From an optimization exercise on the open Yosys and OpenROAD flow, aimed at small area; shortcuts taken in it are not production practice. Function was checked by simulation only, so behaviour that the tests miss may differ from the original. No activity file was given, so power comes from the tool's default toggle rates.

Setup of oak:
Design periph_subsys, start of the top module:
module periph_subsys
(
	input  logic        clk,
	input  logic        rst_n_i,
	input  soc_bus_pkg::wb_adr_t     wb_adr_i,
	input  soc_bus_pkg::wb_dat_t     wb_dat_i,
	input  soc_bus_pkg::wb_sel_t     wb_sel_i,
	input  logic        wb_we_i,
	input  logic        wb_cyc_i,
	input  logic        wb_stb_i,
	output soc_bus_pkg::wb_dat_t     wb_dat_o,
	output logic        wb_ack_o,
	input  logic [31:0] gpio_in_i,
	output logic [31:0] gpio_out_o,
	output logic [31:0] gpio_oe_o,
	output logic [2:0]  irq_n_o
);
	logic        sel_tmr, sel_gpio;
	logic        acc, wr;
	logic [2:0]  ri;
	logic [31:0] bmask;
	assign sel_tmr  = wb_adr_i[31:17] == 15'h7001;
	assign sel_gpio = wb_adr_i[31:17] == 15'h7002;
	assign ri       = wb_adr_i[4:2];
	assign acc      = wb_cyc_i & wb_stb_i & ~wb_ack_o;
	assign wr       = acc & wb_we_i;
	assign bmask    = {{8{wb_sel_i[3]}}, {8{wb_sel_i[2]}}, {8{wb_sel_i[1]}}, {8{wb_sel_i[0]}}};
	always_ff @(posedge clk or negedge rst_n_i) begin
		if (!rst_n_i) wb_ack_o <= 1'b0;
		else          wb_ack_o <= acc;
	end
	logic [1:0]       t_en, t_ar, t_ie, t_trig;
	logic [1:0][31:0] cmp, cnt;
	logic [1:0]       hit, w_tcr, w_cmp, w_cnt;
	always_comb begin
		for (int ch = 0; ch < 2; ch++) begin
			hit[ch]   = t_en[ch] && (cnt[ch] == cmp[ch]);
			w_tcr[ch] = wr & sel_tmr & (ri == {ch[0], 2'd0}) & wb_sel_i[0];
			w_cmp[ch] = wr & sel_tmr & (ri == {ch[0], 2'd1});
			w_cnt[ch] = wr & sel_tmr & (ri == {ch[0], 2'd2});
		end
	end
	always_ff @(posedge clk or negedge rst_n_i) begin
		if (!rst_n_i) begin
			t_en   <= '0;
			t_ar   <= '0;
			t_ie   <= '0;
			t_trig <= '0;
			cmp    <= '0;
			cnt    <= '0;
		end else begin
			for (int ch = 0; ch < 2; ch++) begin
				if (w_tcr[ch]) begin
					t_en[ch] <= wb_dat_i[0];
					t_ar[ch] <= wb_dat_i[1];
					t_ie[ch] <= wb_dat_i[2];
				end else if (hit[ch] && !t_ar[ch]) begin
					t_en[ch] <= 1'b0;
				end
				t_trig[ch] <= hit[ch] | (t_trig[ch] & ~(w_tcr[ch] & wb_dat_i[3]));
				if (w_cmp[ch])
					cmp[ch] <= (cmp[ch] & ~bmask) | (wb_dat_i & bmask);
				if (w_cnt[ch])
					cnt[ch] <= (cnt[ch] & ~bmask) | (wb_dat_i & bmask);
				else if (hit[ch] && t_ar[ch])
					cnt[ch] <= '0;
				else
					cnt[ch] <= cnt[ch] + {31'd0, t_en[ch] & ~hit[ch]};
			end
		end
	end
  ...
Size: ~1,700 cells after synthesis, about 390 flip-flops, roughly 210 I/O pins, roughly 0.019 mm² of cells after synthesis.
clock: 5.0 ns
lec_check: 0
cap_margin: 20
core_margin: 2
core_utilization: 40
cts_buf_list: sky130_fd_sc_hd__clkbuf_4 sky130_fd_sc_hd__clkbuf_8
slew_margin: 20
run.sh (not shown) runs the stock make flow with config.mk's settings and CLKGATE_MAP_FILE= SYNTH_SCRIPT=/design/flow/synth_recipe.tcl, a recipe that flattens the netlist after the stock synthesis.
Inputs modified between oak and pine:
- a deleted CTS_BUF_LIST that had been sky130_fd_sc_hd__clkbuf_4 sky130_fd_sc_hd__clkbuf_8
==> flow/flow/run.sh (new file) <==
#!/bin/bash
# Own layout flow: the standard ORFS flow (standard.sh) with
#  - synthesis as synth_recipe.tcl, but ABC maps the logic with an area script
#  - minimum-size buffers on the ports
#  - a clock tree without dummy loads
# Each tool's output goes to a log file in this folder (orfs/logs holds the per-step logs).
set -euo pipefail
W=$PWD
F=$W/flow
export AREA_ABC_SCRIPT=$F/area.abc
bash standard.sh \
  SYNTH_SCRIPT=$F/synth.tcl \
  "BUFFER_PORTS_ARGS=-buffer_cell sky130_fd_sc_hd__buf_1" \
  "CTS_ARGS=-sink_clustering_enable -repair_clock_nets -dont_use_dummy_load -buf_list {sky130_fd_sc_hd__clkbuf_4 sky130_fd_sc_hd__clkbuf_8}" \
  finish > $W/orfs_make.log 2>&1
==> flow/flow/area.abc (new file) <==
strash
&get -n
&st
&syn2
&dch -f
&nf -a -R 1000
&put
==> flow/flow/synth.tcl (new file) <==
# The standard synthesis script (synth_recipe.tcl), with ABC run on an
# area-oriented script in place of ORFS's delay-oriented one. Registers
# are mapped before ABC runs, so their names and cells are unchanged.
proc synth {args} { yosys synth -nofsm -noshare {*}$args }
proc abc {args} {
  set i [lsearch -exact $args -script]
  if {$i >= 0} { lset args [expr {$i + 1}] $::env(AREA_ABC_SCRIPT) }
  yosys abc {*}$args
}
source $::env(SCRIPTS_DIR)/synth.tcl
# left out here: clear keep_hierarchy, flatten, clean up, hide names made inside functions, write 1_2_yosys.v
==> flow/standard.sh (new file) <==
#!/bin/bash
# synth_recipe.tcl (not shown) runs the flow's synth.tcl, then flattens the netlist and writes it again
# the make line also repeats each setting of config.mk as NAME=value (left out here)
make -C /OpenROAD-flow-scripts/flow DESIGN_CONFIG=/design/flow/config.mk WORK_HOME=/design/flow/orfs CLKGATE_MAP_FILE= SYNTH_SCRIPT=/design/flow/synth_recipe.tcl "${@:-finish}"
removed: flow/run.sh
[summary]
Relative to oak, total routed wirelength has decreased by about 18% in pine.
pine gives less number of cells after detailed placement than oak did.
Switching part of the total was lower in pine than in oak.
What pine reported for synthesized netlist cell count has to be multiplied by 1.14 to get the figure for oak.
pine finished end to end and its layout was clean on timing, DRC and antenna.
compound AO/OA/AOI/OAI gates as the combinational family with the most area after synthesis was reported by pine, and simple AND/OR/NAND/NOR gates by oak.
Cmp pine and oak / met3 layer usage reported by global route / lower: pine
Area: pine vs oak -> pine smaller
pine against oak: number of rows in the core area down 3.8%, number of iterations in the first detailed-routing pass saw an increase, relative contribution of the clock network to total power decreased 7.5 points, highest fanout seen on the critical path shows an increase of 4, maximum clock frequency dropped about 4%.

[separate check: timing with driven ports]
No port has a modelled driver above. Below, the same layouts with a new extraction and two added sets of constraints. Step 1, drivers: a clkbuf_16 drives clk and a buf_2 each remaining input, both assumed. Step 2, shift: input delay + t, output delay - t, t = (earliest + latest rising clock arrival at the registers) / 2. This alone moves slack from input paths to output paths. a / b / c = no drivers / after step 1 / after step 2; a / b = the first two.
run | t (ns) | setup slack, ns | slew at the worst register clock pin (ns) | worst data-port slew with drivers (ns)
oak | 0.704 | 1.368 / 1.310 / 1.187 | 0.06 / 0.06 | 0.07
pine | 0.647 | 1.220 / 1.220 / 0.681 | 0.06 / 0.06 | 0.05
After both steps every run listed still meets setup and hold. For pine, which loses most, drivers alone change the setup slack by 0.000 ns; drivers and shift together by -0.539 ns.
